This design comes from an exercise in tuning for small area and few clock cycles per item on the open sky130 flow, not from production work. Only simulation tests tie the RTL to the original design; equivalence was not proved. No driver is modelled on the clock port, so clocking that relies on it looks cheaper here than on a real chip.

**flow/run.sh**
```bash
#!/bin/bash
# Layout flow: the standard flow (standard.sh) with three changes that
# only affect cell choice, not the design or its constraints:
#  - ABC maps the synthesized logic with an area-oriented script
#    (flow/abc_area_nf.script) instead of the speed script; synthesis is
#    otherwise synth_recipe.tcl unchanged (same passes, flatten, renames);
#  - the port buffers that ORFS inserts are sky130_fd_sc_hd__buf_1;
#  - clock_tree_synthesis gets the arguments in flow/cts_args (small clock
#    buffers, no dummy loads).
# make's output goes to standard.log here; each tool's full log is under
# orfs/logs.
set -euo pipefail
here=$(pwd)
{
  printf 'proc abc {args} {\n'
  printf '  set i [lsearch -exact $args -script]\n'
  printf '  if {$i >= 0} { lset args [expr {$i + 1}] %s/flow/abc_area_nf.script }\n' "$here"
  printf '  yosys abc {*}$args\n'
  printf '}\n'
  cat synth_recipe.tcl
} > my_synth.tcl
sed "s#SYNTH_SCRIPT=[^ ]*#SYNTH_SCRIPT=$here/my_synth.tcl#" standard.sh > my_standard.sh
grep -q "SYNTH_SCRIPT=$here/my_synth.tcl" my_standard.sh
# optional extra arguments for yosys synth (flow/synth_args), e.g. -noabc
# to leave the fine-grained logic to extract_fa and the final ABC run.
if [[ -s flow/synth_args ]]; then export SYNTH_ARGS="$(cat flow/synth_args)"; fi
export BUFFER_PORTS_ARGS="-buffer_cell sky130_fd_sc_hd__buf_1"
export CTS_ARGS="$(cat flow/cts_args)"
bash my_standard.sh > standard.log 2>&1
```
**flow/abc_area_nf.script**
```
strash
dch -f
amap
topo
stime -c
```
**flow/cts_args**
```
-sink_clustering_enable -repair_clock_nets -dont_use_dummy_load -buf_list {sky130_fd_sc_hd__clkbuf_8}
```
**flow/synth_args**
```
-noabc
```
**standard.sh**
```bash
#!/bin/bash
# synth_recipe.tcl (not shown) runs the flow's synth.tcl, then flattens the netlist and writes it again
# the make line also repeats each setting of config.mk as NAME=value (left out here)
make -C /OpenROAD-flow-scripts/flow DESIGN_CONFIG=/design/flow/config.mk WORK_HOME=/design/flow/orfs CLKGATE_MAP_FILE= SYNTH_SCRIPT=/design/flow/synth_recipe.tcl "${@:-finish}"
```
**config.mk**
```make
export PLATFORM = sky130hd
export DESIGN_NAME = dot_prod_top
export DESIGN_NICKNAME = dot_prod_top
export VERILOG_FILES = /design/flow/design.v
export SDC_FILE = /design/flow/constraint.sdc
export NUM_CORES = 4
export LEC_CHECK = 0
export CAP_MARGIN = 20
export CORE_MARGIN = 2
export CORE_UTILIZATION = 40
export SLEW_MARGIN = 20
```
**constraint.sdc**
```tcl
create_clock -name core_clock -period 8.0 [get_ports {clk}]
set_input_delay 1.6000 -clock core_clock [delete_from_list [all_inputs] [get_ports {clk}]]
set_output_delay 1.6000 -clock core_clock [all_outputs]
set_load 0.01 [all_outputs]
```
**design.v**
```verilog
`default_nettype none
package dot_pkg;
   localparam int sample_w = 12;
   localparam int prod_w = 25;
   localparam int sum_w = 32;
   localparam int out_w = 24;
   localparam int dot_len = 5;
   localparam int mult_lat = 3;
endpackage
`default_nettype wire
`default_nettype none
module cpx_multiply (
   input  logic [11:0] x,
   input  logic [11:0] y,
   input  logic        act,
   input  logic        sub,
   input  logic [26:0] base,
   output logic [1:0]  co,
   output logic [26:0] sum
);
   logic [12:0] yb;                    
   logic [13:0] xe;                  
   logic [5:0] s1, s2, ng;
   assign yb = {yg, 1'b0};
   logic [11:0] yg;                  
   assign yg = y & {12{act}};
   assign xe = {x[11], x, 1'b0};
   logic [12:0] pp0;
   logic [12:0] pp1;
   logic [12:0] pp2;
   logic [12:0] pp3;
   logic [12:0] pp4;
   logic [12:0] pp5;
   for (genvar j = 0; j < 6; j++) begin : g_enc
      assign s1[j] = yb[2*j+1] ^ yb[2*j];
      assign s2[j] = ((yb[2*j+2] & ~yb[2*j+1] & ~yb[2*j]) |
                            (~yb[2*j+2] & yb[2*j+1] & yb[2*j]));
      assign ng[j] = yb[2*j+2] ^ sub;
   end
   for (genvar i = 0; i < 12; i++) begin : g_pp0
      assign pp0[i] = ((s1[0] & xe[i+1]) | (s2[0] & xe[i])) ^ ng[0];
   end
   assign pp0[12] = act & ~(((s1[0] & xe[13]) | (s2[0] & xe[12])) ^ ng[0]);
   for (genvar i = 0; i < 12; i++) begin : g_pp1
      assign pp1[i] = ((s1[1] & xe[i+1]) | (s2[1] & xe[i])) ^ ng[1];
   end
   assign pp1[12] = act & ~(((s1[1] & xe[13]) | (s2[1] & xe[12])) ^ ng[1]);
   for (genvar i = 0; i < 12; i++) begin : g_pp2
      assign pp2[i] = ((s1[2] & xe[i+1]) | (s2[2] & xe[i])) ^ ng[2];
   end
   assign pp2[12] = act & ~(((s1[2] & xe[13]) | (s2[2] & xe[12])) ^ ng[2]);
   for (genvar i = 0; i < 12; i++) begin : g_pp3
      assign pp3[i] = ((s1[3] & xe[i+1]) | (s2[3] & xe[i])) ^ ng[3];
   end
   assign pp3[12] = act & ~(((s1[3] & xe[13]) | (s2[3] & xe[12])) ^ ng[3]);
   for (genvar i = 0; i < 12; i++) begin : g_pp4
      assign pp4[i] = ((s1[4] & xe[i+1]) | (s2[4] & xe[i])) ^ ng[4];
   end
   assign pp4[12] = act & ~(((s1[4] & xe[13]) | (s2[4] & xe[12])) ^ ng[4]);
   for (genvar i = 0; i < 12; i++) begin : g_pp5
      assign pp5[i] = ((s1[5] & xe[i+1]) | (s2[5] & xe[i])) ^ ng[5];
   end
   assign pp5[12] = act & ~(((s1[5] & xe[13]) | (s2[5] & xe[12])) ^ ng[5]);
   logic t_c2;
   logic t_c4;
   logic t_c6;
   logic t_c8;
   logic t_c10;
   logic t_c12;
   logic t_c14;
   logic t_c16;
   logic t_c18;
   logic t_c20;
   logic t_c22;
   logic t_c24;
   logic t_c26;
   logic t_c28;
   logic t_c30;
   logic t_c32;
   logic t_c34;
   logic t_c36;
   logic t_c38;
   logic t_c40;
   logic t_c42;
   logic t_c44;
   logic t_c46;
   logic t_c48;
   logic t_c50;
   logic t_c52;
   logic t_c54;
   logic t_c56;
   logic t_c58;
   logic t_c60;
   logic t_c62;
   logic t_c64;
   logic t_c66;
   logic t_c68;
   logic t_c70;
   logic t_c72;
   logic t_c74;
   logic t_c76;
   logic t_c78;
   logic t_c80;
   logic t_c82;
   logic t_c84;
   logic t_c86;
   logic t_c88;
   logic t_c90;
   logic t_c92;
   logic t_c94;
   logic t_c96;
   logic t_c98;
   logic t_c100;
   logic t_c102;
   logic t_c104;
   logic t_c106;
   logic t_c108;
   logic t_c110;
   logic t_c112;
   logic t_c114;
   logic t_c116;
   logic t_c118;
   logic t_c120;
   logic t_c122;
   logic t_c124;
   logic t_c126;
   logic t_c128;
   logic t_c130;
   logic t_c132;
   logic t_c134;
   logic t_c136;
   logic t_c138;
   logic t_c140;
   logic t_c142;
   logic t_c144;
   logic t_c146;
   logic t_c148;
   logic t_c150;
   logic t_c152;
   logic t_c154;
   logic t_c156;
   logic t_c157;
   logic t_c158;
   logic t_c159;
   logic t_c160;
   logic t_c161;
   logic t_c162;
   logic t_c163;
   logic t_c164;
   logic t_c165;
   logic t_c166;
   logic t_c167;
   logic t_c168;
   logic t_c169;
   logic t_c170;
   logic t_c171;
   logic t_c172;
   logic t_c173;
   logic t_c174;
   logic t_c175;
   logic t_c176;
   logic t_c177;
   logic t_c178;
   logic t_c179;
   logic t_c180;
   logic t_c181;
   logic t_c182;
   logic t_c183;
   logic t_s1;
   logic t_s3;
   logic t_s5;
   logic t_s7;
   logic t_s9;
   logic t_s11;
   logic t_s13;
   logic t_s15;
   logic t_s17;
   logic t_s19;
   logic t_s21;
   logic t_s23;
   logic t_s25;
   logic t_s27;
   logic t_s29;
   logic t_s31;
   logic t_s33;
   logic t_s35;
   logic t_s37;
   logic t_s39;
   logic t_s41;
   logic t_s43;
   logic t_s45;
   logic t_s47;
   logic t_s49;
   logic t_s51;
   logic t_s53;
   logic t_s55;
   logic t_s57;
   logic t_s59;
   logic t_s61;
   logic t_s63;
   logic t_s65;
   logic t_s67;
   logic t_s69;
   logic t_s71;
   logic t_s73;
   logic t_s75;
   logic t_s77;
   logic t_s79;
   logic t_s81;
   logic t_s83;
   logic t_s85;
   logic t_s87;
   logic t_s89;
   logic t_s91;
   logic t_s93;
   logic t_s95;
   logic t_s97;
   logic t_s99;
   logic t_s101;
   logic t_s103;
   logic t_s105;
   logic t_s107;
   logic t_s109;
   logic t_s111;
   logic t_s113;
   logic t_s115;
   logic t_s117;
   logic t_s119;
   logic t_s121;
   logic t_s123;
   logic t_s125;
   logic t_s127;
   logic t_s129;
   logic t_s131;
   logic t_s133;
   logic t_s135;
   logic t_s137;
   logic t_s139;
   logic t_s141;
   logic t_s143;
   logic t_s145;
   logic t_s147;
   logic t_s149;
   logic t_s151;
   logic t_s153;
   logic t_s155;
   assign t_s1 = base[8] ^ ng[4];
   assign t_c2 = base[8] & ng[4];
   assign t_s3 = base[9] ^ pp0[9];
   assign t_c4 = base[9] & pp0[9];
   assign t_s5 = base[10] ^ ng[5] ^ pp0[10];
   assign t_c6 = (base[10] & ng[5]) | (base[10] & pp0[10]) | (ng[5] & pp0[10]);
   assign t_s7 = pp1[8] ^ pp2[6];
   assign t_c8 = pp1[8] & pp2[6];
   assign t_s9 = base[11] ^ pp0[11] ^ pp1[9];
   assign t_c10 = (base[11] & pp0[11]) | (base[11] & pp1[9]) | (pp0[11] & pp1[9]);
   assign t_s11 = pp2[7] ^ pp3[5];
   assign t_c12 = pp2[7] & pp3[5];
   assign t_s13 = base[12] ^ pp0[12] ^ pp1[10];
   assign t_c14 = (base[12] & pp0[12]) | (base[12] & pp1[10]) | (pp0[12] & pp1[10]);
   assign t_s15 = pp2[8] ^ pp3[6];
   assign t_c16 = pp2[8] & pp3[6];
   assign t_s17 = base[13] ^ pp1[11] ^ pp2[9];
   assign t_c18 = (base[13] & pp1[11]) | (base[13] & pp2[9]) | (pp1[11] & pp2[9]);
   assign t_s19 = base[14] ^ pp1[12];
   assign t_c20 = base[14] & pp1[12];
   assign t_s21 = base[4] ^ ng[2];
   assign t_c22 = base[4] & ng[2];
   assign t_s23 = base[5] ^ pp0[5];
   assign t_c24 = base[5] & pp0[5];
   assign t_s25 = base[6] ^ ng[3] ^ pp0[6];
   assign t_c26 = (base[6] & ng[3]) | (base[6] & pp0[6]) | (ng[3] & pp0[6]);
   assign t_s27 = pp1[4] ^ pp2[2];
   assign t_c28 = pp1[4] & pp2[2];
   assign t_s29 = base[7] ^ pp0[7] ^ pp1[5];
   assign t_c30 = (base[7] & pp0[7]) | (base[7] & pp1[5]) | (pp0[7] & pp1[5]);
   assign t_s31 = pp2[3] ^ pp3[1];
   assign t_c32 = pp2[3] & pp3[1];
   assign t_s33 = t_s1 ^ pp0[8] ^ pp1[6];
   assign t_c34 = (t_s1 & pp0[8]) | (t_s1 & pp1[6]) | (pp0[8] & pp1[6]);
   assign t_s35 = pp2[4] ^ pp3[2] ^ pp4[0];
   assign t_c36 = (pp2[4] & pp3[2]) | (pp2[4] & pp4[0]) | (pp3[2] & pp4[0]);
   assign t_s37 = t_c2 ^ pp1[7] ^ pp2[5];
   assign t_c38 = (t_c2 & pp1[7]) | (t_c2 & pp2[5]) | (pp1[7] & pp2[5]);
   assign t_s39 = pp3[3] ^ pp4[1] ^ t_s3;
   assign t_c40 = (pp3[3] & pp4[1]) | (pp3[3] & t_s3) | (pp4[1] & t_s3);
   assign t_s41 = pp3[4] ^ pp4[2] ^ pp5[0];
   assign t_c42 = (pp3[4] & pp4[2]) | (pp3[4] & pp5[0]) | (pp4[2] & pp5[0]);
   assign t_s43 = t_c4 ^ t_s5 ^ t_s7;
   assign t_c44 = (t_c4 & t_s5) | (t_c4 & t_s7) | (t_s5 & t_s7);
   assign t_s45 = pp4[3] ^ pp5[1] ^ t_c6;
   assign t_c46 = (pp4[3] & pp5[1]) | (pp4[3] & t_c6) | (pp5[1] & t_c6);
   assign t_s47 = t_c8 ^ t_s9 ^ t_s11;
   assign t_c48 = (t_c8 & t_s9) | (t_c8 & t_s11) | (t_s9 & t_s11);
   assign t_s49 = pp4[4] ^ pp5[2] ^ t_c10;
   assign t_c50 = (pp4[4] & pp5[2]) | (pp4[4] & t_c10) | (pp5[2] & t_c10);
   assign t_s51 = t_c12 ^ t_s13 ^ t_s15;
   assign t_c52 = (t_c12 & t_s13) | (t_c12 & t_s15) | (t_s13 & t_s15);
   assign t_s53 = pp3[7] ^ pp4[5] ^ pp5[3];
   assign t_c54 = (pp3[7] & pp4[5]) | (pp3[7] & pp5[3]) | (pp4[5] & pp5[3]);
   assign t_s55 = t_c14 ^ t_c16 ^ t_s17;
   assign t_c56 = (t_c14 & t_c16) | (t_c14 & t_s17) | (t_c16 & t_s17);
   assign t_s57 = pp2[10] ^ pp3[8] ^ pp4[6];
   assign t_c58 = (pp2[10] & pp3[8]) | (pp2[10] & pp4[6]) | (pp3[8] & pp4[6]);
   assign t_s59 = pp5[4] ^ t_c18 ^ t_s19;
   assign t_c60 = (pp5[4] & t_c18) | (pp5[4] & t_s19) | (t_c18 & t_s19);
   assign t_s61 = base[15] ^ pp2[11] ^ pp3[9];
   assign t_c62 = (base[15] & pp2[11]) | (base[15] & pp3[9]) | (pp2[11] & pp3[9]);
   assign t_s63 = pp4[7] ^ pp5[5] ^ t_c20;
   assign t_c64 = (pp4[7] & pp5[5]) | (pp4[7] & t_c20) | (pp5[5] & t_c20);
   assign t_s65 = base[16] ^ pp2[12] ^ pp3[10];
   assign t_c66 = (base[16] & pp2[12]) | (base[16] & pp3[10]) | (pp2[12] & pp3[10]);
   assign t_s67 = pp4[8] ^ pp5[6];
   assign t_c68 = pp4[8] & pp5[6];
   assign t_s69 = base[17] ^ pp3[11] ^ pp4[9];
   assign t_c70 = (base[17] & pp3[11]) | (base[17] & pp4[9]) | (pp3[11] & pp4[9]);
   assign t_s71 = base[18] ^ pp3[12];
   assign t_c72 = base[18] & pp3[12];
   assign t_s73 = base[2] ^ ng[1];
   assign t_c74 = base[2] & ng[1];
   assign t_s75 = base[3] ^ pp0[3];
   assign t_c76 = base[3] & pp0[3];
   assign t_s77 = t_s21 ^ pp0[4] ^ pp1[2];
   assign t_c78 = (t_s21 & pp0[4]) | (t_s21 & pp1[2]) | (pp0[4] & pp1[2]);
   assign t_s79 = t_c22 ^ pp1[3] ^ pp2[1];
   assign t_c80 = (t_c22 & pp1[3]) | (t_c22 & pp2[1]) | (pp1[3] & pp2[1]);
   assign t_s81 = pp3[0] ^ t_c24 ^ t_s25;
   assign t_c82 = (pp3[0] & t_c24) | (pp3[0] & t_s25) | (t_c24 & t_s25);
   assign t_s83 = t_c26 ^ t_c28 ^ t_s29;
   assign t_c84 = (t_c26 & t_c28) | (t_c26 & t_s29) | (t_c28 & t_s29);
   assign t_s85 = t_c30 ^ t_c32 ^ t_s33;
   assign t_c86 = (t_c30 & t_c32) | (t_c30 & t_s33) | (t_c32 & t_s33);
   assign t_s87 = t_c34 ^ t_c36 ^ t_s37;
   assign t_c88 = (t_c34 & t_c36) | (t_c34 & t_s37) | (t_c36 & t_s37);
   assign t_s89 = t_c38 ^ t_s41 ^ t_c40;
   assign t_c90 = (t_c38 & t_s41) | (t_c38 & t_c40) | (t_s41 & t_c40);
   assign t_s91 = t_c42 ^ t_c44 ^ t_s45;
   assign t_c92 = (t_c42 & t_c44) | (t_c42 & t_s45) | (t_c44 & t_s45);
   assign t_s93 = t_c46 ^ t_c48 ^ t_s49;
   assign t_c94 = (t_c46 & t_c48) | (t_c46 & t_s49) | (t_c48 & t_s49);
   assign t_s95 = t_s53 ^ t_c50 ^ t_c52;
   assign t_c96 = (t_s53 & t_c50) | (t_s53 & t_c52) | (t_c50 & t_c52);
   assign t_s97 = t_c54 ^ t_s57 ^ t_c56;
   assign t_c98 = (t_c54 & t_s57) | (t_c54 & t_c56) | (t_s57 & t_c56);
   assign t_s99 = t_c58 ^ t_s61 ^ t_c60;
   assign t_c100 = (t_c58 & t_s61) | (t_c58 & t_c60) | (t_s61 & t_c60);
   assign t_s101 = t_c62 ^ t_s65 ^ t_s67;
   assign t_c102 = (t_c62 & t_s65) | (t_c62 & t_s67) | (t_s65 & t_s67);
   assign t_s103 = pp5[7] ^ t_c66 ^ t_c68;
   assign t_c104 = (pp5[7] & t_c66) | (pp5[7] & t_c68) | (t_c66 & t_c68);
   assign t_s105 = pp4[10] ^ pp5[8] ^ t_c70;
   assign t_c106 = (pp4[10] & pp5[8]) | (pp4[10] & t_c70) | (pp5[8] & t_c70);
   assign t_s107 = base[19] ^ pp4[11] ^ pp5[9];
   assign t_c108 = (base[19] & pp4[11]) | (base[19] & pp5[9]) | (pp4[11] & pp5[9]);
   assign t_s109 = base[20] ^ pp4[12];
   assign t_c110 = base[20] & pp4[12];
   assign t_s111 = base[0] ^ ng[0];
   assign t_c112 = base[0] & ng[0];
   assign t_s113 = base[1] ^ pp0[1];
   assign t_c114 = base[1] & pp0[1];
   assign t_s115 = t_s73 ^ pp0[2] ^ pp1[0];
   assign t_c116 = (t_s73 & pp0[2]) | (t_s73 & pp1[0]) | (pp0[2] & pp1[0]);
   assign t_s117 = t_c74 ^ pp1[1] ^ t_s75;
   assign t_c118 = (t_c74 & pp1[1]) | (t_c74 & t_s75) | (pp1[1] & t_s75);
   assign t_s119 = pp2[0] ^ t_c76 ^ t_s77;
   assign t_c120 = (pp2[0] & t_c76) | (pp2[0] & t_s77) | (t_c76 & t_s77);
   assign t_s121 = t_c78 ^ t_s79 ^ t_s23;
   assign t_c122 = (t_c78 & t_s79) | (t_c78 & t_s23) | (t_s79 & t_s23);
   assign t_s123 = t_c80 ^ t_s27 ^ t_s81;
   assign t_c124 = (t_c80 & t_s27) | (t_c80 & t_s81) | (t_s27 & t_s81);
   assign t_s125 = t_s31 ^ t_c82 ^ t_s83;
   assign t_c126 = (t_s31 & t_c82) | (t_s31 & t_s83) | (t_c82 & t_s83);
   assign t_s127 = t_s35 ^ t_c84 ^ t_s85;
   assign t_c128 = (t_s35 & t_c84) | (t_s35 & t_s85) | (t_c84 & t_s85);
   assign t_s129 = t_c86 ^ t_s87 ^ t_s39;
   assign t_c130 = (t_c86 & t_s87) | (t_c86 & t_s39) | (t_s87 & t_s39);
   assign t_s131 = t_c88 ^ t_s43 ^ t_s89;
   assign t_c132 = (t_c88 & t_s43) | (t_c88 & t_s89) | (t_s43 & t_s89);
   assign t_s133 = t_s47 ^ t_c90 ^ t_s91;
   assign t_c134 = (t_s47 & t_c90) | (t_s47 & t_s91) | (t_c90 & t_s91);
   assign t_s135 = t_s51 ^ t_c92 ^ t_s93;
   assign t_c136 = (t_s51 & t_c92) | (t_s51 & t_s93) | (t_c92 & t_s93);
   assign t_s137 = t_s55 ^ t_c94 ^ t_s95;
   assign t_c138 = (t_s55 & t_c94) | (t_s55 & t_s95) | (t_c94 & t_s95);
   assign t_s139 = t_s59 ^ t_c96 ^ t_s97;
   assign t_c140 = (t_s59 & t_c96) | (t_s59 & t_s97) | (t_c96 & t_s97);
   assign t_s141 = t_s63 ^ t_c98 ^ t_s99;
   assign t_c142 = (t_s63 & t_c98) | (t_s63 & t_s99) | (t_c98 & t_s99);
   assign t_s143 = t_c64 ^ t_s101 ^ t_c100;
   assign t_c144 = (t_c64 & t_s101) | (t_c64 & t_c100) | (t_s101 & t_c100);
   assign t_s145 = t_s69 ^ t_c102 ^ t_s103;
   assign t_c146 = (t_s69 & t_c102) | (t_s69 & t_s103) | (t_c102 & t_s103);
   assign t_s147 = t_s71 ^ t_c104 ^ t_s105;
   assign t_c148 = (t_s71 & t_c104) | (t_s71 & t_s105) | (t_c104 & t_s105);
   assign t_s149 = t_c72 ^ t_s107 ^ t_c106;
   assign t_c150 = (t_c72 & t_s107) | (t_c72 & t_c106) | (t_s107 & t_c106);
   assign t_s151 = pp5[10] ^ t_c108 ^ t_s109;
   assign t_c152 = (pp5[10] & t_c108) | (pp5[10] & t_s109) | (t_c108 & t_s109);
   assign t_s153 = base[21] ^ pp5[11] ^ t_c110;
   assign t_c154 = (base[21] & pp5[11]) | (base[21] & t_c110) | (pp5[11] & t_c110);
   assign t_s155 = base[22] ^ pp5[12];
   assign t_c156 = base[22] & pp5[12];
   assign sum[0] = t_s111 ^ pp0[0];
   assign t_c157 = t_s111 & pp0[0];
   assign sum[1] = t_s113 ^ t_c112 ^ t_c157;
   assign t_c158 = (t_s113 & t_c112) | (t_s113 & t_c157) | (t_c112 & t_c157);
   assign sum[2] = t_s115 ^ t_c114 ^ t_c158;
   assign t_c159 = (t_s115 & t_c114) | (t_s115 & t_c158) | (t_c114 & t_c158);
   assign sum[3] = t_s117 ^ t_c116 ^ t_c159;
   assign t_c160 = (t_s117 & t_c116) | (t_s117 & t_c159) | (t_c116 & t_c159);
   assign sum[4] = t_s119 ^ t_c118 ^ t_c160;
   assign t_c161 = (t_s119 & t_c118) | (t_s119 & t_c160) | (t_c118 & t_c160);
   assign sum[5] = t_s121 ^ t_c120 ^ t_c161;
   assign t_c162 = (t_s121 & t_c120) | (t_s121 & t_c161) | (t_c120 & t_c161);
   assign sum[6] = t_s123 ^ t_c122 ^ t_c162;
   assign t_c163 = (t_s123 & t_c122) | (t_s123 & t_c162) | (t_c122 & t_c162);
   assign sum[7] = t_s125 ^ t_c124 ^ t_c163;
   assign t_c164 = (t_s125 & t_c124) | (t_s125 & t_c163) | (t_c124 & t_c163);
   assign sum[8] = t_s127 ^ t_c126 ^ t_c164;
   assign t_c165 = (t_s127 & t_c126) | (t_s127 & t_c164) | (t_c126 & t_c164);
   assign co[0] = t_c165;
   assign sum[9] = t_s129 ^ t_c128;
   assign t_c166 = t_s129 & t_c128;
   assign sum[10] = t_s131 ^ t_c130 ^ t_c166;
   assign t_c167 = (t_s131 & t_c130) | (t_s131 & t_c166) | (t_c130 & t_c166);
   assign sum[11] = t_s133 ^ t_c132 ^ t_c167;
   assign t_c168 = (t_s133 & t_c132) | (t_s133 & t_c167) | (t_c132 & t_c167);
   assign sum[12] = t_s135 ^ t_c134 ^ t_c168;
   assign t_c169 = (t_s135 & t_c134) | (t_s135 & t_c168) | (t_c134 & t_c168);
   assign sum[13] = t_s137 ^ t_c136 ^ t_c169;
   assign t_c170 = (t_s137 & t_c136) | (t_s137 & t_c169) | (t_c136 & t_c169);
   assign sum[14] = t_s139 ^ t_c138 ^ t_c170;
   assign t_c171 = (t_s139 & t_c138) | (t_s139 & t_c170) | (t_c138 & t_c170);
   assign sum[15] = t_s141 ^ t_c140 ^ t_c171;
   assign t_c172 = (t_s141 & t_c140) | (t_s141 & t_c171) | (t_c140 & t_c171);
   assign sum[16] = t_s143 ^ t_c142 ^ t_c172;
   assign t_c173 = (t_s143 & t_c142) | (t_s143 & t_c172) | (t_c142 & t_c172);
   assign sum[17] = t_s145 ^ t_c144 ^ t_c173;
   assign t_c174 = (t_s145 & t_c144) | (t_s145 & t_c173) | (t_c144 & t_c173);
   assign co[1] = t_c174;
   assign sum[18] = t_s147 ^ t_c146;
   assign t_c175 = t_s147 & t_c146;
   assign sum[19] = t_s149 ^ t_c148 ^ t_c175;
   assign t_c176 = (t_s149 & t_c148) | (t_s149 & t_c175) | (t_c148 & t_c175);
   assign sum[20] = t_s151 ^ t_c150 ^ t_c176;
   assign t_c177 = (t_s151 & t_c150) | (t_s151 & t_c176) | (t_c150 & t_c176);
   assign sum[21] = t_s153 ^ t_c152 ^ t_c177;
   assign t_c178 = (t_s153 & t_c152) | (t_s153 & t_c177) | (t_c152 & t_c177);
   assign sum[22] = t_s155 ^ t_c154 ^ t_c178;
   assign t_c179 = (t_s155 & t_c154) | (t_s155 & t_c178) | (t_c154 & t_c178);
   assign sum[23] = base[23] ^ t_c156 ^ t_c179;
   assign t_c180 = (base[23] & t_c156) | (base[23] & t_c179) | (t_c156 & t_c179);
   assign sum[24] = base[24] ^ t_c180;
   assign t_c181 = base[24] & t_c180;
   assign sum[25] = base[25] ^ t_c181;
   assign t_c182 = base[25] & t_c181;
   assign sum[26] = base[26] ^ t_c182;
   assign t_c183 = base[26] & t_c182;
endmodule
`default_nettype wire
`default_nettype none
module cpx_settle (
   input  logic [26:0] b,
   input  logic [1:0]  c,
   output logic [26:0] r
);
   logic u9;
   logic u10;
   logic u11;
   logic u12;
   logic u13;
   logic u14;
   logic u15;
   logic u16;
   logic u17;
   logic u18;
   logic u19;
   logic u20;
   logic u21;
   logic u22;
   logic u23;
   logic u24;
   logic u25;
   assign r[0] = b[0];
   assign r[1] = b[1];
   assign r[2] = b[2];
   assign r[3] = b[3];
   assign r[4] = b[4];
   assign r[5] = b[5];
   assign r[6] = b[6];
   assign r[7] = b[7];
   assign r[8] = b[8];
   assign r[9] = b[9] ^ c[0];
   assign u9 = b[9] & c[0];
   assign r[10] = b[10] ^ u9;
   assign u10 = b[10] & u9;
   assign r[11] = b[11] ^ u10;
   assign u11 = b[11] & u10;
   assign r[12] = b[12] ^ u11;
   assign u12 = b[12] & u11;
   assign r[13] = b[13] ^ u12;
   assign u13 = b[13] & u12;
   assign r[14] = b[14] ^ u13;
   assign u14 = b[14] & u13;
   assign r[15] = b[15] ^ u14;
   assign u15 = b[15] & u14;
   assign r[16] = b[16] ^ u15;
   assign u16 = b[16] & u15;
   assign r[17] = b[17] ^ u16;
   assign u17 = b[17] & u16;
   assign r[18] = b[18] ^ u17 ^ c[1];
   assign u18 = (b[18] & u17) | (b[18] & c[1]) | (u17 & c[1]);
   assign r[19] = b[19] ^ u18;
   assign u19 = b[19] & u18;
   assign r[20] = b[20] ^ u19;
   assign u20 = b[20] & u19;
   assign r[21] = b[21] ^ u20;
   assign u21 = b[21] & u20;
   assign r[22] = b[22] ^ u21;
   assign u22 = b[22] & u21;
   assign r[23] = b[23] ^ u22;
   assign u23 = b[23] & u22;
   assign r[24] = b[24] ^ u23;
   assign u24 = b[24] & u23;
   assign r[25] = b[25] ^ u24;
   assign u25 = b[25] & u24;
   assign r[26] = b[26] ^ u25;
endmodule
`default_nettype wire
`default_nettype none
module dot_prod_top #(
   parameter int sample_w = dot_pkg::sample_w,
   parameter int prod_w   = dot_pkg::prod_w,
   parameter int sum_w    = dot_pkg::sum_w,
   parameter int out_w    = dot_pkg::out_w,
   parameter int dot_len  = dot_pkg::dot_len
) (
   input  logic                       clk,
   input  logic                       rst_n_i,
   input  logic                       req_i,
   input  logic signed [sample_w-1:0] xi_i,
   input  logic signed [sample_w-1:0] xq_i,
   input  logic signed [sample_w-1:0] yi_i,
   input  logic signed [sample_w-1:0] yq_i,
   input  logic                       res_ack_i,
   output logic                       ack_o,
   output logic                       res_req_o,
   output logic signed [out_w-1:0]    res_i_o,
   output logic signed [out_w-1:0]    res_q_o
);
   localparam int acc_w = 2 * sample_w + 3;        
   localparam int shift = sum_w - out_w;           
   localparam int res_w = acc_w - shift;           
   localparam logic [acc_w-1:0] acc_init = 27'd78307328;
   logic req_s1, req_s2;
   logic ack_s1, ack_s2;
   logic [sample_w-1:0] r0, r1, r2, r3;
   logic [1:0] kph;       
   logic       a_is_i;    
   logic       pend;      
   logic [1:0] mcnt;      
   logic [2:0] bcnt;      
   logic       res_full;  
   logic       act;       
   logic       clr;       
   logic       sub;       
   logic       cap, last_step, blk_done;
   logic       ack_n, pend_n, res_full_n, res_req_n, acc_free_n;
   logic       act_n, clr_n, sub_n;
   logic [1:0] mcnt_n, kph_n;
   logic [2:0] bcnt_n;
   localparam int n_cut = 2;
   logic [acc_w-1:0] acc_a, acc_b, base, sum, res_b;
   logic [n_cut-1:0] cry_b, cout;
   always_ff @(posedge clk or negedge rst_n_i) begin
      if (!rst_n_i) begin
         req_s1 <= 1'b0;
         req_s2 <= 1'b0;
         ack_s1 <= 1'b0;
         ack_s2 <= 1'b0;
      end else begin
         req_s1 <= req_i;
         req_s2 <= req_s1;
         ack_s1 <= res_ack_i;
         ack_s2 <= ack_s1;
      end
   end
   assign last_step = act && (mcnt == 2'd3);
   assign blk_done  = last_step && (bcnt == 3'(dot_len - 1));
   assign cap       = req_s2 && !ack_o && (!pend || last_step) && !a_is_i;
   always_comb begin
      ack_n      = cap || (ack_o && req_s2);
      pend_n     = cap || (pend && !last_step);
      mcnt_n     = act ? mcnt + 2'd1 : mcnt;
      bcnt_n     = !last_step ? bcnt : blk_done ? 3'd0 : bcnt + 3'd1;
      res_full_n = blk_done || (res_full && !(res_req_o && ack_s2));
      res_req_n  = res_req_o ? !ack_s2 : ((res_full || blk_done) && !ack_s2);
      kph_n      = cap ? 2'd0 : kph + 2'd1;
      acc_free_n = !res_full_n || (res_req_n && ack_s1);
      act_n      = pend_n && (mcnt_n != 2'd0 || bcnt_n != 3'd0 || acc_free_n);
      clr_n      = act_n && (bcnt_n == 3'd0) && (mcnt_n < 2'd2);
      sub_n      = act_n && (kph_n == 2'd2);
   end
   always_ff @(posedge clk or negedge rst_n_i) begin
      if (!rst_n_i) begin
         ack_o     <= 1'b0;
         pend      <= 1'b0;
         mcnt      <= 2'd0;
         bcnt      <= 3'd0;
         res_full  <= 1'b0;
         res_req_o <= 1'b0;
         a_is_i    <= 1'b0;
         kph       <= 2'd0;
         act       <= 1'b0;
         clr       <= 1'b0;
         sub       <= 1'b0;
      end else begin
         ack_o     <= ack_n;
         pend      <= pend_n;
         mcnt      <= mcnt_n;
         bcnt      <= bcnt_n;
         res_full  <= res_full_n;
         res_req_o <= res_req_n;
         a_is_i    <= !a_is_i;
         kph       <= kph_n;
         act       <= act_n;
         clr       <= clr_n;
         sub       <= sub_n;
      end
   end
   always_ff @(posedge clk) begin
      if (cap) begin
         r0 <= xi_i;
         r1 <= yi_i;
         r2 <= xq_i;
         r3 <= yq_i;
      end else begin
         r0 <= r1;
         r1 <= r2;
         r2 <= r3;
         r3 <= r0;
      end
   end
   assign base = clr ? acc_init : acc_a;
   cpx_multiply u_mac (
      .x    (r0),
      .y    (r1),
      .act  (act),
      .sub  (sub),
      .base (base),
      .co   (cout),
      .sum  (sum)
   );
   cpx_settle u_set (
      .b (acc_b),
      .c (cry_b),
      .r (res_b)
   );
   always_ff @(posedge clk) begin
      acc_a <= res_b;
      acc_b <= sum;
      cry_b <= cout;
   end
   logic [acc_w-1:0] si, sq;
   assign si = a_is_i ? acc_a : res_b;
   assign sq = a_is_i ? res_b : acc_a;
   assign res_i_o = {{(out_w-res_w){si[acc_w-1]}}, si[acc_w-1:shift]};
   assign res_q_o = {{(out_w-res_w){sq[acc_w-1]}}, sq[acc_w-1:shift]};
endmodule
`default_nettype wire
```
==> notes.md, run 1 <==
The flow ran to the end and the layout has no timing, DRC or antenna violations. Setup repair after global routing left no endpoint under its margin. The tools report the iteration-0 DRC count of the detailed router as 321. The pre-CTS setup slack is 0.465 ns, and the depth of the worst register-to-register path is 19.

In this run the count of I/O pins placed on the die edge is 102. The count of nets left with antenna violations once routing finished came out at 0. The count of distinct cell types in the synthesized netlist was 24; the final number of max-transition violations was 0. TritonCTS built the clock tree.

For the overall track demand over capacity in global routing, the log shows 19.4%. The clock reaches the later pin of the worst-skew pair after 0.46 ns. The run gives 0 as the number of setup violations in the final report. The dominant cell by count in the synthesized netlist is sky130_fd_sc_hd__dfxtp_1. Final setup TNS: 0 ns. Kind of end point of the critical path: a flop. Counting flops and latches in the post-synthesis netlist gives 123.

Of the available clock period, the critical path in the final layout requires 93.2%. The number of buffers inserted during clock tree synthesis was 17; the cell area reported after detailed placement was 0.00819 mm2. For this configuration, the core starts out at a cell density of 40.9%.

The most common flop cell mapped by yosys was sky130_fd_sc_hd__dfxtp_1. The launching element of the worst setup path is act$_DFF_PN0_. At the worst endpoint, the arrival time is 7.76 ns. The HPWL after detailed placement is 13,600 um. The number of nets handed over by synthesis was 916.

The clock arrives with 0.0290 ns of skew. The startpoint identified for the worst register-to-register timing path is act$_DFF_PN0_.

The detailed-router iteration count before antenna repair came out at 5. The tools report the portion of the post-synthesis area used by sequential elements as 34.7%. The tools report the final count of hold timing violations as 0.

For the total of max-cap violations, the log shows 0. The largest total area in the synthesized netlist belongs to sky130_fd_sc_hd__dfxtp_1. Number of warnings issued by yosys: 1.

Clock-pin slew was measured on the worst setup and hold paths at 0.06 ns.

The post-route netlist has 5.15% of its cells at a drive strength greater than 1. The capturing point of the worst reg2reg path is acc_b[17]$_DFF_P_. The cell count after synthesis came out at 740. The portion of synthesized cell area occupied by the leading cell type is 28.2%.

The core region is 0.0180 mm2. After synthesis, the most frequently instantiated cells are sky130_fd_sc_hd__dfxtp_1 (104), sky130_fd_sc_hd__fa_1 (82), sky130_fd_sc_hd__nand2_1 (79), sky130_fd_sc_hd__o21ai_0 (79), sky130_fd_sc_hd__o22ai_1 (69). Timing would allow up to 134 MHz. Following the worst setup path forward leads to its endpoint at acc_b[17]$_DFF_P_. For this block, the routed nets add up to 18,200 um of wire.

Average size of a mapped cell: 9.97 um2. The initialized floorplan defines 49 standard-cell rows. The average wire length per cell after detail routing was 16.5 um; the post-route cell area was 0.00843 mm2. The overall die width was 140 um; the height of the die was 140 um. The number of antenna violations at the first check in global routing is 0, and the slew of the pin with the lowest slew margin is 0.869 ns. In this run the worst hold path is classified as flop to flop. The relative area change from synthesis to final layout is 14.2%, and the antenna diode count is 0. Buffers inserted to repair hold after CTS numbered 0.

The total number of vias is 5,830, and the maximum net fanout on the critical path is 16. In the final design database the tool counted 1,052 nets. During placement, the flow inserted port buffers numbering 101. The global-route wire length before repair is 29,900 um. Floorplan die area: 0.0196 mm2.

The logs give 0 for the quantity of gates resized following cts and 0.868 for the weighted congestion reported at the end of routability-driven placement. Counting every sink on the clock net gives 123. Share of flip-flops with an asynchronous set or reset after synthesis: 15.4%. The total congestion overflow was 0.

The tools report the post-CTS setup buffer count as 0. Hold timing on the final database bottoms out at a slack of 0.322 ns. Entering global routing, the biggest net connects 53 pins. The worst path meets setup with 0.541 ns of slack.

After detailed routing, the number of vias per cell comes to 5.29. Yosys attributes the largest share of cell area to sky130_fd_sc_hd__dfxtp_1 (28%), sky130_fd_sc_hd__fa_1 (22%), sky130_fd_sc_hd__o22a_1 (7.4%), sky130_fd_sc_hd__ha_1 (7.1%), sky130_fd_sc_hd__dfrtp_1 (6.4%). At the end of the flow the core is filled with cells to 46.8%. STA puts the critical path data required time at 8.31 ns.

The count of flip-flops with a built-in enable after synthesis came out at 0. The shortest clock period the worst path allows after layout is 7.46 ns. For this run, design rule violations remaining after detail routing come to 0. Type of the worst setup path: flop to flop. The logs give 41.7% for the relative max-transition margin and 0.54 ns for the register-to-register path setup slack. In this run the cell area of the synthesized design comes to 0.00738 mm2.

Number of global-route vias before repair: 5,727. STA classifies the critical path startpoint as a flop.
[layer usage]
| layer | up-vias | wire length (um) | track usage [%] |
|---|---|---|---|
| met3 | 21 | 997 | 4.37 |
| met1 | 2721 | 8940 | 28.7 |
| li1 | 2928 | - | - |
| met5 | - | 0 | 0 |
| met2 | 160 | 8000 | 28.4 |
| met4 | 0 | 257 | 5.68 |
[metrics by stage]
stage               std cells
finish                   1103
global route             1103
global placement         1085
detailed placement       1086
floorplan                 740
CTS                      1103
[worst max-delay path, cell delays in order (launching register included)]
cell and delay [ns]:
sky130_fd_sc_hd__dfrtp_1 0.64, sky130_fd_sc_hd__clkinv_1 0.16, sky130_fd_sc_hd__nor2_1 0.17, sky130_fd_sc_hd__clkinv_1 0.33, sky130_fd_sc_hd__nand2_2 0.32, sky130_fd_sc_hd__o22ai_1 0.14, sky130_fd_sc_hd__nor2_1 0.12, sky130_fd_sc_hd__a21oi_1 0.06
sky130_fd_sc_hd__ha_1 0.34, sky130_fd_sc_hd__fa_1 0.47, sky130_fd_sc_hd__fa_1 0.52, sky130_fd_sc_hd__fa_1 0.53, sky130_fd_sc_hd__fa_1 0.45, sky130_fd_sc_hd__fa_1 0.43, sky130_fd_sc_hd__fa_1 0.44, sky130_fd_sc_hd__fa_1 0.42
sky130_fd_sc_hd__fa_1 0.42, sky130_fd_sc_hd__fa_1 0.42, sky130_fd_sc_hd__fa_1 0.44, sky130_fd_sc_hd__fa_1 0.48
[worst min path at each step]
stage | start | to | slack [ns] | cells past startpoint
floorplan | acc_b[0]$_DFF_P_ | acc_a[0]$_DFF_P_ | 0.31 | 0
global placement | acc_b[2]$_DFF_P_ | acc_a[2]$_DFF_P_ | 0.31 | 0
detailed placement | acc_b[0]$_DFF_P_ | acc_a[0]$_DFF_P_ | 0.31 | 0
CTS | acc_b[0]$_DFF_P_ | acc_a[0]$_DFF_P_ | 0.32 | 0
global route | acc_b[3]$_DFF_P_ | acc_a[3]$_DFF_P_ | 0.34 | 0
finish | acc_b[0]$_DFF_P_ | acc_a[0]$_DFF_P_ | 0.32 | 0
[cells by family (layout without fill, tap and decap cells)]
| kind of cell | count (synthesis) | count (layout) | synth area share (%) |
|---|---|---|---|
| compound gates | 268 | 268 | 23.0 |
| flops | 123 | 123 | 34.7 |
| buf+inv | 45 | 179 | 2.80 |
| simple gates | 180 | 180 | 10.2 |
| fa+ha+maj | 124 | 124 | 29.4 |
[layout make-up]
class	instances	area, um2
fill	1747	9600
multi-input combinational	572	4620
sequential	123	2560
timing repair buffer	127	594
tap	229	287
clock buffer	17	234
inverter	35	131
[placed cells by master, fill, tap and decap left out, types with 7 or more instances in the layout]
master                     instances
sky130_fd_sc_hd__dfxtp_1         104
sky130_fd_sc_hd__buf_1           101
sky130_fd_sc_hd__fa_1             82
sky130_fd_sc_hd__nand2_1          78
sky130_fd_sc_hd__o21ai_0          73
sky130_fd_sc_hd__o22ai_1          69
sky130_fd_sc_hd__nor2_1           68
sky130_fd_sc_hd__o22a_1           62
sky130_fd_sc_hd__a21oi_1          43
sky130_fd_sc_hd__ha_1             42
sky130_fd_sc_hd__clkinv_1         35
sky130_fd_sc_hd__buf_4            25
sky130_fd_sc_hd__dfrtp_1          19
sky130_fd_sc_hd__clkbuf_8         17
sky130_fd_sc_hd__nor2b_1          14
sky130_fd_sc_hd__or2_0            12
sky130_fd_sc_hd__a211oi_1          7
[flip-flops by register name, indices dropped and copies added, names as in the netlist, 2 cells and up]
signal	count
mcnt	2
kph	2
acc_a	27
r1	12
r0	12
bcnt	3
r2	12
r3	12
acc_b	27
cry_b	2
Testbench counts, summed over its fixed seeds: cycles 9,612, results 320.
==> inputs of run 2 (changes only) <==
==> flow/abc_area_nf.script (replaced) <==
&get -n
&st
&dch
&nf -a
&put
topo
stime -c
==> flow/cts_args (replaced) <==
-sink_clustering_enable -repair_clock_nets -dont_use_dummy_load -buf_list {sky130_fd_sc_hd__clkbuf_8} -sink_clustering_size 30 -sink_clustering_max_diameter 200 -sink_clustering_levels 1 -sink_clustering_buffer sky130_fd_sc_hd__clkbuf_8
==> run 2 against run 1 <==
Net effect: largest cell class unchanged; utilization is 0.45 points lower; maximum frequency is 3.8% higher; worst setup slack better by 0.27 ns; final cell count is 9.0% lower; highest routed layer unchanged; sequential share of layout area is 1.0 points lower; critical endpoint unchanged; first-iteration DRC count is 24% lower.
==> notes.md, run 2 <==
The logs give 0 (unchanged) for the remaining antenna violation count and 0.00770 mm2 (+4.4%) for the post-synthesis instance area. The area of the core is 0.0188 mm2 (+4.5%).

The path type of the worst min-delay path was flop to flop. Cell area reported after detailed placement: 0.00848 mm2 (+3.6%). The count of flip-flops with a built-in enable after synthesis is 0 (unchanged), and the quantity of I/O buffers inserted on ports is 101 (unchanged).

Setup repair after global routing left no endpoint under its margin. The type of the worst setup path is flop to flop. The leading cell type in the layout, fill and taps excluded is sky130_fd_sc_hd__dfxtp_1.

The layer flagged by global routing as most heavily used is met2. The tools report the floorplan die area as 0.0204 mm2 (+4.3%). For the final count of hold timing violations, the log shows 0 (unchanged). The average size of a mapped cell was 12.5 um2 (+25%); the portion of the clock cycle consumed by the worst path in the final layout was 89.8% (-3.4 points). The met3 track utilization from global routing was 4.96% (+0.59 points). The tools report the source of the worst register-to-register timing path as act$_DFF_PN0_.

Relative to the synthesized area, the layout overhead comes to 13.2%. The share of flip-flops with an asynchronous set or reset after synthesis is 15.4% (unchanged). Tracing the worst setup path back leads to its startpoint at act$_DFF_PN0_. The number of antenna violations at the first check in global routing is 0 (unchanged).

The DRC violation count after routing came out at 0 (unchanged). The most common cell in the synthesized netlist is sky130_fd_sc_hd__dfxtp_1. The instance count after placement with tap cells included is 987 (-9.1%). The shortest clock period the worst path allows after layout came out at 7.18 ns (-0.274 ns).

The run finished with no timing, DRC or antenna violations. The quantity of gates resized following cts is 0 (unchanged). The height of the die came out at 143 um (+2.1%). The slew of the pin with the lowest slew margin works out to 0.985 ns (+0.116 ns). For the maximum clock frequency, the log shows 139 MHz (+3.8%).

The final-stage net count is 922 (-12%). The logs give 12,600 um (-7.3%) for the half-perimeter wire length of the detailed placement result and 25.9% (-2.6 points) for the met2 track utilization from global routing. Total number of placement rows: 50 (+2.0%). The slack of the critical path was 0.816 ns (+0.274 ns); the clock latency of the later-clocked register in the worst-skew pair was 0.45 ns (about the same). The logs give 7.49 ns (-0.27 ns) for the critical path data arrival time and 0 (unchanged) for the antenna diode count.

The pre-CTS setup slack is 0.748 ns (+0.283 ns), and the clock transition time at the flip-flop clock pins of the worst setup and hold paths is 0.07 ns (about the same). The logs give 0.0274 ns (-0.00154 ns) for the worst-case clock skew and 5,219 (-8.9%) for the number of global-route vias before repair. The count of distinct cell types in the synthesized netlist is 34 (+42%). Iteration-0 DRC count of the detailed router: 244 (-24%). The overall die width is 143 um (+2.1%). The met1 usage in global routing came out at 24.6% (-4.1 points). For the total congestion overflow, the log shows 0 (unchanged).

The synthesized design spends more area on one cell type than any other, namely sky130_fd_sc_hd__dfxtp_1. The average wire length per cell after detail routing works out to 16.2 um (-1.9%). Worst min-delay path startpoint: acc_b[2]$_DFF_P_.

The number of buffers inserted during clock tree synthesis came out at 17 (unchanged). The portion of the post-synthesis area used by sequential elements was 33.2% (-1.5 points); the number of standard cells in the layout, taps in and fillers out was 1,004 (-9.0%).

The relative max-transition margin was 34.4% (-7.3 points). By count the netlist is led by sky130_fd_sc_hd__dfxtp_1 (104), sky130_fd_sc_hd__xnor2_1 (86), sky130_fd_sc_hd__mux2_1 (84). The number of top-level design ports is 102 (unchanged), and the post-synthesis sequential element count is 123 (unchanged). The mean number of vias per cell came out at 5.00 (-5.3%).

TritonCTS built the clock tree. The logs give 8.31 ns (about the same) for the required time of the worst setup path and 123 (unchanged) for the number of clock sinks. The run gives 0 (unchanged) as the final number of max-transition violations. The run gives 1 (unchanged) as the number of warnings issued by yosys.

By area the synthesized netlist is led by sky130_fd_sc_hd__dfxtp_1 (27%), sky130_fd_sc_hd__fa_1 (21%), sky130_fd_sc_hd__mux2_1 (12%), sky130_fd_sc_hd__xnor2_1 (9.8%), sky130_fd_sc_hd__ha_1 (6.8%). The post-route cell area is 0.00872 mm2 (+3.5%), and the weighted congestion reported at the end of routability-driven placement is 0.838 (-3.5%). The starting utilization of the core area is 40.9% (about the same). The post-CTS setup buffer count is 0 (unchanged), and the total number of vias is 5,025 (-14%). Most common flop cell mapped by yosys: sky130_fd_sc_hd__dfxtp_1. The final setup TNS is 0 ns (unchanged), and the sum of routed wire length over all layers is 16,300 um (-11%). The detailed-router iteration count before antenna repair came out at 5 (unchanged). The run gives 0 (unchanged) as the number of setup violations in the final report. The library cells used most frequently in the layout, excluding fill and tap cells, are sky130_fd_sc_hd__dfxtp_1 (104), sky130_fd_sc_hd__buf_1 (101), sky130_fd_sc_hd__xnor2_1 (86). The overall track demand over capacity in global routing was 17.3% (-2.0 points); the count of hold-fix buffers inserted at cts was 0 (unchanged). The tools report the kind of end point of the critical path as a flop. The largest registers in the layout are acc_a (27), acc_b (27). The tools report the post-synthesis net count as 792 (-14%). STA classifies the critical path startpoint as a flop. The logs give 27,200 um (-8.9%) for the global-route wire length before repair and 616 (-17%) for the synthesized instance count. The total of max-cap violations is 0 (unchanged). The share of post-route cells with drive strength above 1 works out to 5.11% (-0.041 points).

The portion of synthesized cell area occupied by the leading cell type was 27.0% (-1.2 points); the maximum net fanout on the critical path was 15 (-1). The pin count of the biggest net entering global routing was 52 (-1.9%).
==> run 2: cell types whose count changed after synthesis, sizes merged, moves of 7 or more <==
cell    before  now
o21ai       79    9
o22a        62    0
xor2         0    7
a211oi       7    0
mux2         0   84
a21oi       43    2
nand2       79   18
a22oi        0   66
xnor2        0   86
o22ai       69    0
clkinv      35   15
and2         1   12
nor2        68    7
==> run 2: critical path, cell delays in order, from the launching register on <==
cell and delay, ns:
sky130_fd_sc_hd__dfrtp_1 0.50, sky130_fd_sc_hd__and2_0 0.30, sky130_fd_sc_hd__xnor2_1 0.37, sky130_fd_sc_hd__clkinv_1 0.15, sky130_fd_sc_hd__buf_4 0.22, sky130_fd_sc_hd__xnor2_1 0.26
sky130_fd_sc_hd__ha_1 0.30, sky130_fd_sc_hd__fa_1 0.45, sky130_fd_sc_hd__fa_1 0.51, sky130_fd_sc_hd__fa_1 0.52, sky130_fd_sc_hd__fa_1 0.46, sky130_fd_sc_hd__fa_1 0.43
sky130_fd_sc_hd__fa_1 0.44, sky130_fd_sc_hd__fa_1 0.43, sky130_fd_sc_hd__fa_1 0.43, sky130_fd_sc_hd__fa_1 0.42, sky130_fd_sc_hd__fa_1 0.42, sky130_fd_sc_hd__fa_1 0.45
==> run 2: worst paths after layout <==
kind	slack, ns	cells past startpoint	to
worst max-delay path	0.82	17	acc_b[17]$_DFF_P_
worst min-delay path	0.31	0	acc_a[2]$_DFF_P_
worst max register to register	0.82	17	acc_b[17]$_DFF_P_
worst min register to register	0.31	0	acc_a[2]$_DFF_P_
max in group asynchronous	6.09	1	act$_DFF_PN0_
min in group asynchronous	1.29	1	ack_o$_DFF_PN0_
==> run 2: area by class of cell <==
class	instances	area, um2
repair buffers	121	529
clock buffers	17	234
fillers	1756	10100
well taps	260	325
multi-input cells	468	5020
inverters	15	56.3
flip-flops and latches	123	2560
==> run 2: through the flow <==
step / util, % / hold slack, ns
6_report: 46.3 / 0.308
5_1_grt: 46.3 / 0.326
4_1_cts: 46.3 / 0.311
3_5_place_dp: 45.1 / 0.314
3_3_place_gp: 45.1 / 0.310
2_1_floorplan: - / 0.310
==> run 2: layer usage <==
layer,vias up,wire (um)
met1,2450,7900
met3,11,1020
met4,0,167
met2,162,7160
li1,2402,-
met5,-,0
==> run 2: logic make-up after synthesis <==
| logic type | Yosys count | share of synthesized area [%] |
|---|---|---|
| flops | 123 | 33.2 |
| simple gates | 78 | 5.72 |
| xor+xnor | 93 | 10.6 |
| compound gates | 89 | 8.40 |
| fa+ha+maj | 124 | 28.1 |
| mux | 84 | 12.3 |
| buf+inv | 25 | 1.71 |
==> inputs of run 3 (changes only) <==
==> flow/cts_args (replaced) <==
-sink_clustering_enable -repair_clock_nets -dont_use_dummy_load -buf_list {sky130_fd_sc_hd__clkbuf_4} -sink_clustering_size 10 -sink_clustering_max_diameter 60 -sink_clustering_levels 1
==> run 3 against run 2 <==
Net effect: still clean; via count hardly changed; maximum frequency about the same; utilization down 0.54 points; critical endpoint unchanged; highest routed layer unchanged.
==> notes.md, run 3 <==
For the total congestion overflow, the log shows 0 (unchanged). The total of max-cap violations came out at 0 (unchanged). The source of the worst register-to-register timing path is act$_DFF_PN0_.

The portion of the clock cycle consumed by the worst path in the final layout is 89.7% (about the same). The count of filler cells inserted in the layout came out at 1,772 (+0.91%). The shortest clock period the worst path allows after layout was 7.18 ns (-0.00516 ns). The run gives 52 (unchanged) as the pin count of the biggest net entering global routing. The min-delay analysis places its worst path in the category flop to flop. Dominant cell type by area after synthesis: sky130_fd_sc_hd__dfxtp_1. Most common flop cell mapped by yosys: sky130_fd_sc_hd__dfxtp_1.

The starting utilization of the core area came out at 40.9% (unchanged). The number of stages on the worst hold path came out at 0 (unchanged). The endpoint identified for the worst register-to-register timing path is acc_b[17]$_DFF_P_. The type of the worst setup path was flop to flop. The share of flip-flops with an asynchronous set or reset after synthesis works out to 15.4% (unchanged). The logs give 0 (unchanged) for the quantity of gates resized following cts and 5,027 (+0.040%) for the total number of vias. The most repeated library cell on the critical path is sky130_fd_sc_hd__fa_1. The portion of the post-synthesis area used by sequential elements came out at 33.2% (unchanged). Average wire length per cell after detail routing: 16.2 um (about the same). The maximum clock frequency was 139 MHz (about the same).

Clock transition time at the flip-flop clock pins of the worst setup and hold paths: 0.11 ns (+0.04 ns). STA classifies the critical path endpoint as a flop. Yosys attributes the largest share of cell area to sky130_fd_sc_hd__dfxtp_1 (27%), sky130_fd_sc_hd__fa_1 (21%), sky130_fd_sc_hd__mux2_1 (12%), sky130_fd_sc_hd__xnor2_1 (9.8%), sky130_fd_sc_hd__ha_1 (6.8%). The run finished with no timing, DRC or antenna violations. For the final number of max-transition violations, the log shows 0 (unchanged).

The detailed-router iteration count before antenna repair came out at 4 (-1). The logs give 0.82 ns (about the same) for the register-to-register path setup slack and 0.00770 mm2 (unchanged) for the post-synthesis instance area. From synthesis to final layout, the design area changed by 11.9%.

The floorplan die area was 0.0204 mm2 (unchanged); the number of global-route vias before repair was 5,208 (-0.21%). For hold timing, the worst endpoint is acc_a[2]$_DFF_P_. The portion of synthesized cell area occupied by the leading cell type is 27.0% (unchanged). Leading cell type in the layout, fill and taps excluded: sky130_fd_sc_hd__dfxtp_1. The tools report the number of antenna violations at the first check in global routing as 1 (+1).

The number of buffers inserted during clock tree synthesis came out at 17 (unchanged). The sum of routed wire length over all layers is 16,300 um (+0.30%). Mean number of vias per cell: 5.00 (-0.16%).

The number of clock sinks was 123 (unchanged). The largest stage delay on the critical path was 0.52 ns (about the same); the post-route cell area was 0.00862 mm2 (-1.2%). The iteration-0 DRC count of the detailed router is 245 (+0.41%). The final setup TNS came out at 0 ns (unchanged).

The overall die width came out at 143 um (unchanged). The global-route wire length before repair was 27,200 um (unchanged); the share of post-route cells with drive strength above 1 was 5.11% (unchanged). The critical path data arrival time came out at 7.56 ns (+0.07 ns). The logs give 102 (unchanged) for the number of top-level design ports and 0 (unchanged) for the count of hold-fix buffers inserted at cts. The overall track demand over capacity in global routing is 17.3% (-0.043 points). TritonCTS built the clock tree. Worst min-delay path startpoint: acc_b[2]$_DFF_P_.

The tools report the DRC violation count after routing as 0 (unchanged). The remaining antenna violation count was 0 (unchanged); the count of flip-flops with a built-in enable after synthesis was 0 (unchanged). The relative max-transition margin is 34.3% (about the same), and the post-synthesis net count is 792 (unchanged). The area of the core came out at 0.0188 mm2 (unchanged).

The slowest stage of the critical path is the sky130_fd_sc_hd__fa_1 cell. The depth of the worst register-to-register path is 17 (unchanged). The run gives 0 (unchanged) as the post-CTS setup buffer count. The average size of a mapped cell came out at 12.5 um2 (unchanged). For the final count of hold timing violations, the log shows 0 (unchanged). The tools report the synthesized instance count as 616 (unchanged). Setup repair after global routing left no endpoint under its margin. In the final layout, the registers with the most flip-flops are acc_a (27), acc_b (27). The slew of the pin with the lowest slew margin is 0.985 ns (+0.000263 ns), and the height of the die is 143 um (unchanged). The sort of element at the start of the critical path was a flop. In the post-synthesis netlist, the cell with the most instances is sky130_fd_sc_hd__dfxtp_1. The maximum net fanout on the critical path was 15 (unchanged); the quantity of I/O buffers inserted on ports was 101 (unchanged).

The final-stage net count was 922 (unchanged). The run gives 1 (unchanged) as the number of warnings issued by yosys. The logs give 50 (unchanged) for the total number of placement rows and 8.39 ns (+0.08 ns) for the required time of the worst setup path.

The logs give 0.838 (unchanged) for the weighted congestion reported at the end of routability-driven placement and 12,600 um (unchanged) for the half-perimeter wire length of the detailed placement result. The commonest cells after synthesis are sky130_fd_sc_hd__dfxtp_1 (104), sky130_fd_sc_hd__xnor2_1 (86), sky130_fd_sc_hd__mux2_1 (84). In the layout the commonest cells are sky130_fd_sc_hd__dfxtp_1 (104), sky130_fd_sc_hd__buf_1 (101), sky130_fd_sc_hd__xnor2_1 (86).

The signal on the critical path passes through and2_0, xnor2_1, clkinv_1, buf_4, xnor2_1, ha_1, fa_1, fa_1, fa_1, fa_1, fa_1, fa_1, fa_1, fa_1, fa_1, fa_1, fa_1. Post-synthesis sequential element count: 123 (unchanged). For the cell area reported after detailed placement, the log shows 0.00848 mm2 (unchanged). The tools report the worst-case clock skew as 0.0383 ns (+0.0108 ns).

Number of setup violations in the final report: 0 (unchanged). The count of distinct cell types in the synthesized netlist was 34 (unchanged); the clock latency of the later-clocked register in the worst-skew pair was 0.52 ns (+0.07 ns).
-- run 3: layer usage --
metal / share of wire (%) / GRT usage (%) / routed length (um)
met1: 49 / 24.5 / 8020
met2: 44 / 26.0 / 7240
met3: 5.8 / 4.96 / 952
met4: 0.51 / 4.69 / 83
met5: 0 / 0 / 0
-- run 3: final cells by class --
type / instances / area (um2) / share of cell area (%)
multi-input combinational: 468 / 5020 / 58.2
sequential: 123 / 2560 / 29.7
timing repair buffer: 121 / 529 / 6.14
tap: 260 / 325 / 3.78
clock buffer: 17 / 128 / 1.48
inverter: 15 / 56.3 / 0.653
antenna: 2 / 5.00 / 0.0581
-- run 3: worst max-delay path, delay by kind of cell, from the launching register on --
family        cells  cell delay [ns]
fa+ha+maj        12             5.27
flops             1             0.51
simple gates      1             0.30
buf+inv           2             0.37
xor+xnor          2             0.62
-- run 3: how the worst max path moves through the flow --
stage,from,end,depth (start not counted)
finish,act$_DFF_PN0_,acc_b[17]$_DFF_P_,17
global route,act$_DFF_PN0_,acc_b[17]$_DFF_P_,18
CTS,act$_DFF_PN0_,acc_b[17]$_DFF_P_,18
detailed placement,act$_DFF_PN0_,acc_b[17]$_DFF_P_,18
global placement,act$_DFF_PN0_,acc_b[17]$_DFF_P_,18
floorplan,act$_DFF_PN0_,acc_b[17]$_DFF_P_,16
-- run 3: cell families after synthesis --
family / Yosys count / synth area share, %
AOI/OAI and AO/OA: 89 / 8.40
xor gates and xnor gates: 93 / 10.6
adders and majority gates: 124 / 28.1
buffers and inverters: 25 / 1.71
DFF: 123 / 33.2
muxes: 84 / 12.3
and+or+nand+nor: 78 / 5.72
-- run 3: through the flow --
step | setup WS, ns | utilization, % | std cells | hold slack [ns]
after floorplan | 0.708 | - | 616 | 0.310
after global placement | 0.830 | 45.1 | 987 | 0.310
after detailed placement | 0.748 | 45.1 | 987 | 0.314
after CTS | 0.754 | 45.7 | 1004 | 0.303
after global routing | 0.408 | 45.8 | 1006 | 0.313
final | 0.821 | 45.8 | 1006 | 0.300
==> inputs of run 4 (changes only) <==
--- a/config.mk
+++ b/config.mk
@@ -7,5 +7,6 @@
 export LEC_CHECK = 0
 export CAP_MARGIN = 20
 export CORE_MARGIN = 2
-export CORE_UTILIZATION = 40
+export CORE_UTILIZATION = 60
+export PLACE_DENSITY = 0.75
 export SLEW_MARGIN = 20
==> run 4 against run 3 <==
Net effect: cell area fell by 1.3%; critical endpoint unchanged; synthesized area unchanged; worst hold slack improved by 0.022 ns; register-to-register slack got worse by 0.26 ns.
==> notes.md, run 4 <==
The tools report the floorplan die area as 0.0138 mm2 (-32%). The worst register-to-register path ends at acc_b[17]$_DFF_P_. The pre-CTS setup slack was 0.438 ns (-0.310 ns); the cell area reported after detailed placement was 0.00837 mm2 (-1.4%). The run gives 0 (unchanged) as the final count of hold timing violations.

In the post-synthesis netlist, the biggest area contributors are sky130_fd_sc_hd__dfxtp_1 (27%), sky130_fd_sc_hd__fa_1 (21%), sky130_fd_sc_hd__mux2_1 (12%), sky130_fd_sc_hd__xnor2_1 (9.8%), sky130_fd_sc_hd__ha_1 (6.8%). The remaining antenna violation count came out at 0 (unchanged). The share of flip-flops with an asynchronous set or reset after synthesis was 15.4% (unchanged).

The flow ran to the end and the layout has no timing, DRC or antenna violations. The run gives 0 ns (unchanged) as the final setup TNS. The shortest clock period the worst path allows after layout came out at 7.44 ns (+0.259 ns). Average size of a mapped cell: 12.5 um2 (unchanged). The half-perimeter wire length of the detailed placement result was 12,200 um (-3.3%). The maximum clock frequency is 134 MHz (-3.5%). Maximum net fanout on the critical path: 21 (+6). Post-synthesis sequential element count: 123 (unchanged). The portion of the clock cycle consumed by the worst path in the final layout came out at 93.0% (+3.2 points). The tools report the starting utilization of the core area as 61.3% (+20 points).

The biggest area contributor in the post-synthesis netlist is sky130_fd_sc_hd__dfxtp_1. The mean number of vias per cell works out to 5.66 (+13%). The overall track demand over capacity in global routing is 24.4% (+7.1 points), and the count of flip-flops with a built-in enable after synthesis is 0 (unchanged).

The worst min-delay path startpoint was acc_b[7]$_DFF_P_. The area of the core is 0.0126 mm2 (-33%). The synthesized instance count was 616 (unchanged); the total number of placement rows was 41 (-18%). The count of distinct cell types in the synthesized netlist was 34 (unchanged).

The clock latency of the later-clocked register in the worst-skew pair is 0.55 ns (+0.03 ns), and the number of stages on the worst hold path is 0 (unchanged). The tools report the total number of vias as 5,179 (+3.0%).

The source of the worst register-to-register timing path is act$_DFF_PN0_. The required time of the worst setup path came out at 8.41 ns (+0.02 ns). The run gives 0 (unchanged) as the total congestion overflow. The number of setup violations in the final report is 0 (unchanged). The global-route wire length before repair was 26,400 um (-2.9%). The commonest cells after synthesis are sky130_fd_sc_hd__dfxtp_1 (104), sky130_fd_sc_hd__xnor2_1 (86), sky130_fd_sc_hd__mux2_1 (84). The depth of the worst register-to-register path is 16 (-1). The type of the worst setup path is flop to flop.

The tools report the worst-case clock skew as 0.0511 ns (+0.0129 ns). The number of clock sinks was 123 (unchanged). The run gives 0 (unchanged) as the final number of max-transition violations. Final-stage net count: 921 (-0.11%). The path with the worst hold slack has its endpoint at acc_a[7]$_DFF_P_. Final hold slack: 0.322 ns (+0.0224 ns). Post-synthesis net count: 792 (unchanged). The detailed-router iteration count before antenna repair was 5 (+1).
[run 4: critical path, cell delays in order, from the launching register on]
cell,delay (ns)
sky130_fd_sc_hd__dfrtp_1,0.74
sky130_fd_sc_hd__and2_0,0.39
sky130_fd_sc_hd__xnor2_1,0.26
sky130_fd_sc_hd__clkinv_1,0.26
sky130_fd_sc_hd__xnor2_1,0.32
sky130_fd_sc_hd__ha_1,0.32
sky130_fd_sc_hd__fa_1,0.46
sky130_fd_sc_hd__fa_1,0.50
sky130_fd_sc_hd__fa_1,0.52
sky130_fd_sc_hd__fa_1,0.47
sky130_fd_sc_hd__fa_1,0.44
sky130_fd_sc_hd__fa_1,0.45
sky130_fd_sc_hd__fa_1,0.43
sky130_fd_sc_hd__fa_1,0.43
sky130_fd_sc_hd__fa_1,0.42
sky130_fd_sc_hd__fa_1,0.43
sky130_fd_sc_hd__fa_1,0.45
[run 4: per-stage QoR]
stage                     utilization [%]  cells
after global placement               66.6    898
after CTS                            67.6    915
after global routing                 67.7    915
after floorplan                         -    616
final                                67.7    915
after detailed placement             66.6    898
[run 4: final cells by class]
cell class	instances	area, um2
Timing Repair Buffer	120	522
Clock buffer	17	128
Inverter	15	56.3
Multi-Input combinational cell	468	5030
Sequential cell	123	2560
Tap cell	172	215
Fill cell	982	4060
[run 4: worst max-delay path by stage]
| stage | start | to | slack, ns |
|---|---|---|---|
| floorplan | act$_DFF_PN0_ | acc_b[17]$_DFF_P_ | 0.71 |
| global placement | act$_DFF_PN0_ | acc_b[17]$_DFF_P_ | 0.59 |
| detailed placement | act$_DFF_PN0_ | acc_b[17]$_DFF_P_ | 0.44 |
| CTS | act$_DFF_PN0_ | acc_b[17]$_DFF_P_ | 0.37 |
| global route | act$_DFF_PN0_ | acc_b[17]$_DFF_P_ | 0.18 |
| finish | act$_DFF_PN0_ | acc_b[17]$_DFF_P_ | 0.56 |
[run 4: routing by layer]
| layer | track usage, % | part of all wire, % | wire [um] | up-vias |
|---|---|---|---|---|
| met1 | 32.7 | 45 | 7020 | 2538 |
| met4 | 10.3 | 2.2 | 349 | 0 |
| li1 | - | - | - | 2405 |
| met2 | 38.2 | 46 | 7200 | 205 |
| met5 | 0 | 0 | 0 | - |
| met3 | 6.08 | 6.4 | 989 | 31 |
[run 4: logic make-up after synthesis]
family                   count (synthesis)  share of synthesized area, %
buffers and inverters                   25                          1.71
flip-flops                             123                          33.2
AO/OA/AOI/OAI                           89                          8.40
adder cells (fa/ha/maj)                124                          28.1
AND/OR/NAND/NOR                         78                          5.72
multiplexers                            84                          12.3
XOR/XNOR                                93                          10.6

## port drivers added, routing unchanged
The results above use ideal ports. As a check the final layouts listed here were re-extracted and re-timed, cells and wires unchanged.
Step 1 (the two cells are an assumption about what drives the block):
set clk [get_ports {clk}]
set_driving_cell -lib_cell sky130_fd_sc_hd__clkbuf_16 $clk
set_driving_cell -lib_cell sky130_fd_sc_hd__buf_2 [delete_from_list [all_inputs] $clk]
Step 2 also shifts input and output timing later by t, the mid clock arrival at the registers, as if the neighbouring blocks saw the same clock.
Three values: ideal, step 1, step 2; two values: the first two.
run | t, ns | setup WS [ns] | hold WS [ns] | pins driven straight from the clock port
run 1 | 0.482 | 0.541 / 0.541 / 0.541 | 0.322 / 0.322 / 0.322 | 1
run 2 | 0.472 | 0.816 / 0.816 / 0.816 | 0.308 / 0.308 / 0.308 | 1
run 3 | 0.545 | 0.821 / 0.821 / 0.821 | 0.300 / 0.300 / 0.300 | 1
run 4 | 0.558 | 0.561 / 0.561 / 0.561 | 0.322 / 0.322 / 0.322 | 1
After both steps every run listed still meets setup and hold.
